This design comes from an exercise in tuning for small area on the open sky130 flow, not from production work. At most, simulation tests tie the RTL to the original design; equivalence was not proved. Power is estimated from default activity; no workload was simulated. No driver is modelled on the clock port, so clocking that relies on it looks cheaper here than on a real chip.

## main
==> flow/design.v <==
package reg_file_pkg;
    localparam int          RF_XLEN  = 32;
    localparam int          RF_AW    = 5;
    localparam int          RF_NREGS = 2 ** RF_AW;
    localparam int unsigned X0_ADDR  = 0;
endpackage
module rf_scoreboard
#(
    parameter int AW = reg_file_pkg::RF_AW
) (
    input  logic             clk,
    input  logic [2**AW-1:1] i_set,        
    input  logic [2**AW-1:1] i_ld,         
    input  logic [2**AW-1:1] i_sel1,
    input  logic [2**AW-1:1] i_sel2,
    output logic             o_busy1,
    output logic             o_busy2
);
    localparam int NREGS = 2 ** AW;
    logic [NREGS-1:1] r_pending;
    always_ff @(posedge clk) begin
        r_pending <= (r_pending & ~i_ld) | i_set;
    end
    rf_sel31 u_rd1 (.i_sel(i_sel1), .i_dat(r_pending), .o_y(o_busy1));
    rf_sel31 u_rd2 (.i_sel(i_sel2), .i_dat(r_pending), .o_y(o_busy2));
endmodule
module rf_sel31 (
    input  logic [31:1] i_sel,
    input  logic [31:1] i_dat,
    output logic        o_y
);
    logic [10:0] w_n;
    for (genvar g = 0; g < 10; g++) begin : g_aoi
        rf_aoi222 u_aoi (
            .a0(i_sel[3*g+1]), .b0(i_dat[3*g+1]),
            .a1(i_sel[3*g+2]), .b1(i_dat[3*g+2]),
            .a2(i_sel[3*g+3]), .b2(i_dat[3*g+3]),
            .y (w_n[g])
        );
    end
    assign w_n[10] = ~(i_sel[31] & i_dat[31]);
    rf_nand11 u_nand (.a(w_n), .y(o_y));
endmodule
module rf_aoi222 (
    input  logic a0, b0, a1, b1, a2, b2,
    output logic y
);
    assign y = ~((a0 & b0) | (a1 & b1) | (a2 & b2));
endmodule
module rf_nand11 (
    input  logic [10:0] a,
    output logic        y
);
    assign y = ~&a;
endmodule
module rf_and2 (
    input  logic a,
    input  logic b,
    output logic y
);
    assign y = a & b;
endmodule
module rf_wdata #(
    parameter int XLEN = reg_file_pkg::RF_XLEN
) (
    input  logic            rst_n,
    input  logic [XLEN-1:0] i_wd,
    output logic [XLEN-1:0] o_wd
);
    assign o_wd = i_wd & {XLEN{rst_n}};
endmodule
module reg_file
#(
    parameter int XLEN = reg_file_pkg::RF_XLEN,
    parameter int AW   = reg_file_pkg::RF_AW
) (
    input  logic            clk,
    input  logic            rst_n,
    input  logic [AW-1:0]   a1,
    input  logic [AW-1:0]   a2,
    input  logic [AW-1:0]   a3,
    input  logic [XLEN-1:0] wd3,
    input  logic            we3,
    input  logic            sb_set,
    input  logic [AW-1:0]   sb_addr,
    output logic [XLEN-1:0] rd1,
    output logic [XLEN-1:0] rd2,
    output logic            busy1,
    output logic            busy2
);
    localparam int NREGS = 2 ** AW;
    localparam int NSL   = 2;             
    localparam int NSR   = 2;             
    localparam int SWL   = XLEN / NSL;
    localparam int SWR   = XLEN / NSR;
    logic [XLEN-1:0]  r_regs [NREGS-1:1];
    logic [XLEN-1:0]  w_wd;           
    logic [3:0] w_ld_lo, w_set_lo, w_rd1_lo, w_rd2_lo;
    logic [7:0] w_ld_hi, w_set_hi, w_rd1_hi, w_rd2_hi;
    always_comb begin
        for (int j = 0; j < 4; j++) begin
            w_ld_lo[j]  = (we3 && (a3[1:0] == 2'(j))) || !rst_n;
            w_set_lo[j] = sb_set && rst_n && (sb_addr[1:0] == 2'(j));
            w_rd1_lo[j] = rst_n && (a1[1:0] == 2'(j));
            w_rd2_lo[j] = rst_n && (a2[1:0] == 2'(j));
        end
        for (int k = 0; k < 8; k++) begin
            w_ld_hi[k]  = (a3[4:2] == 3'(k)) || !rst_n;
            w_set_hi[k] = sb_addr[4:2] == 3'(k);
            w_rd1_hi[k] = a1[4:2] == 3'(k);
            w_rd2_hi[k] = a2[4:2] == 3'(k);
        end
    end
    logic [NREGS-1:1] w_ld  [NSL];    
    logic [NREGS-1:1] w_sel1[NSR];    
    logic [NREGS-1:1] w_sel2[NSR];
    logic [NREGS-1:1] w_set;          
    for (genvar i = 1; i < NREGS; i++) begin : g_dec
        for (genvar h = 0; h < NSL; h++) begin : g_lds
            rf_and2 u_ld (.a(w_ld_lo[i%4]), .b(w_ld_hi[i/4]), .y(w_ld[h][i]));
        end
        for (genvar h = 0; h < NSR; h++) begin : g_rds
            rf_and2 u_sel1 (.a(w_rd1_lo[i%4]), .b(w_rd1_hi[i/4]), .y(w_sel1[h][i]));
            rf_and2 u_sel2 (.a(w_rd2_lo[i%4]), .b(w_rd2_hi[i/4]), .y(w_sel2[h][i]));
        end
        rf_and2 u_set (.a(w_set_lo[i%4]), .b(w_set_hi[i/4]), .y(w_set[i]));
    end
    rf_wdata #(.XLEN(XLEN)) u_wdata (.rst_n(rst_n), .i_wd(wd3), .o_wd(w_wd));
    for (genvar i = 1; i < NREGS; i++) begin : g_reg
        for (genvar h = 0; h < NSL; h++) begin : g_slice
            always_ff @(posedge clk) begin
                if (w_ld[h][i]) begin
                    r_regs[i][h*SWL +: SWL] <= w_wd[h*SWL +: SWL];
                end
            end
        end
    end
    for (genvar b = 0; b < XLEN; b++) begin : g_bit
        logic [NREGS-1:1] w_col;
        for (genvar i = 1; i < NREGS; i++) begin : g_col
            assign w_col[i] = r_regs[i][b];
        end
        rf_sel31 u_rd1 (.i_sel(w_sel1[b / SWR]), .i_dat(w_col), .o_y(rd1[b]));
        rf_sel31 u_rd2 (.i_sel(w_sel2[b / SWR]), .i_dat(w_col), .o_y(rd2[b]));
    end
    rf_scoreboard #(
        .AW(AW)
    ) u_scoreboard (
        .clk     (clk),
        .i_set   (w_set),
        .i_ld    (w_ld[NSL-1]),
        .i_sel1  (w_sel1[NSR-1]),
        .i_sel2  (w_sel2[NSR-1]),
        .o_busy1 (busy1),
        .o_busy2 (busy2)
    );
endmodule
==> flow/config.mk <==
export PLATFORM = sky130hd
export DESIGN_NAME = reg_file
export DESIGN_NICKNAME = reg_file
export VERILOG_FILES = /design/flow/design.v
export SDC_FILE = /design/flow/constraint.sdc
export NUM_CORES = 4
export LEC_CHECK = 0
export CAP_MARGIN = 20
export CORE_MARGIN = 2
export CORE_UTILIZATION = 60
export SLEW_MARGIN = 20
export SYNTH_HIERARCHICAL = 1
export SYNTH_MINIMUM_KEEP_SIZE = 0
==> flow/constraint.sdc <==
create_clock -name core_clock -period 6.0 [get_ports {clk}]
set_input_delay 1.2000 -clock core_clock [delete_from_list [all_inputs] [get_ports {clk}]]
set_output_delay 1.2000 -clock core_clock [all_outputs]
set_load 0.01 [all_outputs]
standard.sh (not shown) runs the stock make flow with config.mk's settings and CLKGATE_MAP_FILE= SYNTH_SCRIPT=/design/flow/synth_recipe.tcl, a recipe that flattens the netlist after the stock synthesis.
==> flow/flow/run.sh <==
#!/bin/bash
# Standard ORFS layout with the smallest port buffers and a leaner clock tree
# (no dummy loads, larger sink clusters).
export BUFFER_PORTS_ARGS="-buffer_cell sky130_fd_sc_hd__buf_1"
export CTS_ARGS="-sink_clustering_enable -repair_clock_nets -dont_use_dummy_load -sink_clustering_size 25 -sink_clustering_max_diameter 100"
bash standard.sh > standard.log 2>&1
Input changes introduced in the feature branch (baseline for comparison: main):
==> flow/flow/run.sh <==
#!/bin/bash
# Standard ORFS layout with the smallest port buffers and a leaner clock tree
# (no dummy loads, larger sink clusters).
export BUFFER_PORTS_ARGS="-buffer_cell sky130_fd_sc_hd__buf_1"
export CTS_ARGS="-sink_clustering_enable -repair_clock_nets -dont_use_dummy_load -sink_clustering_size 30 -sink_clustering_max_diameter 100"
bash standard.sh > standard.log 2>&1
Findings:
From main to the feature branch, die area did not move at all.
Compared the feature branch against main; final standard cell count with taps included and fillers excluded within noise.
The power of the feature branch falls short of that of main by 1.4%.
Worst setup slack ends up higher on main.
The feature branch vs. main: number of antenna violations at the first check in global routing grew by 1; fraction of final layout cells sized beyond drive strength 1 saw a decrease.
Area of all placed cells without fillers essentially unchanged between main and the feature branch.
Result for the feature branch and main: all clean
The feature branch gives less share of final layout cell area taken by clock buffers and inverters than main did.
NOTE overall via count from detail_route main->the feature branch increased slightly
main → the feature branch: post-layout net count flat, switching power total down 0.78%.

* * *

Another version of the RTL of reg_file (not shown whole).
Size in the first run: roughly 1000 flip-flops, roughly 120 I/O pins, about 0.041 mm² of cells after synthesis.
Settings: LEC_CHECK=0, CAP_MARGIN=20, CORE_MARGIN=2, CORE_UTILIZATION=60, SLEW_MARGIN=20, SYNTH_HIERARCHICAL=1, SYNTH_MINIMUM_KEEP_SIZE=0; clock period 6.0 ns.
==> flow/flow/run.sh <==
#!/bin/bash
# Standard ORFS layout with the smallest port buffers and a leaner clock tree
# (no dummy loads, larger sink clusters).
export BUFFER_PORTS_ARGS="-buffer_cell sky130_fd_sc_hd__buf_1"
export CTS_ARGS="-sink_clustering_enable -repair_clock_nets -dont_use_dummy_load -sink_clustering_size 30 -sink_clustering_max_diameter 100"
bash standard.sh > standard.log 2>&1
The starting point finished clean.
Edit:
==> flow/flow/run.sh (replaced) <==
#!/bin/bash
# Standard ORFS layout with smaller port buffers and a leaner clock tree.
cp standard.sh standard_sh_copy.log
export BUFFER_PORTS_ARGS="-buffer_cell sky130_fd_sc_hd__buf_2"
export CTS_ARGS="-sink_clustering_enable -repair_clock_nets -dont_use_dummy_load -sink_clustering_size 30 -sink_clustering_max_diameter 150"
bash standard.sh > standard.log 2>&1
=> Wire length grows by 0.40%. First-iteration DRC count falls by 3.4%. Hold slack is worse by 0.0098 ns. Sequential cell count does not change. Worst setup slack hardly moves. Power hardly moves. Fmax barely changes. Design area is higher by 0.37%. Combinational power is about the same. Clock-buffer cell count stays the same.
Edit:
--- a/flow/flow/run.sh
+++ b/flow/flow/run.sh
@@ -2,3 +2,2 @@
 # Standard ORFS layout with smaller port buffers and a leaner clock tree.
-cp standard.sh standard_sh_copy.log
 export BUFFER_PORTS_ARGS="-buffer_cell sky130_fd_sc_hd__buf_2"
CORE_UTILIZATION = 68   (was 60)
PLACE_DENSITY = 0.74   (was default)
Final area hardly moves; total power falls by 0.44%; synthesized area stays the same.
No functional check of the RTL was part of any run of this note.

-- port drivers added, routing unchanged --
In the flow no input, the clock included, has a driving cell. The finished layouts below were timed again as built, in two steps.
Step 1: set_driving_cell puts a clkbuf_16 on clk and a buf_2 on each other input, an assumption about the parent block.
Step 2 also shifts input and output timing later by t, the mid clock arrival at the registers, as if the neighbouring blocks saw the same clock.
Slacks: ideal ports / drivers / drivers and shift; pairs: ideal ports / drivers.
| run | shift t [ns] | setup slack, ns | slew at the worst register clock pin (ns) | worst slew at a driven data input, ns |
|---|---|---|---|---|
| main | 0.684 | 0.375 / 0.262 / 0.262 | 0.11 / 0.11 | 0.11 |
| the feature branch | 0.693 | 0.291 / 0.183 / 0.183 | 0.12 / 0.12 | 0.11 |
| the first run of note 2 | 0.698 | 0.580 / 0.479 / 0.479 | 0.12 / 0.12 | 0.17 |
| the second run of note 2 | 0.666 | 0.580 / 0.491 / 0.491 | 0.12 / 0.12 | 0.15 |
| the third run of note 2 | 0.651 | 0.320 / 0.297 / 0.297 | 0.12 / 0.12 | 0.16 |
After both steps setup and hold are still met in every run listed. For main, which loses most, drivers alone change the setup slack by -0.113 ns; drivers and shift together by -0.113 ns.
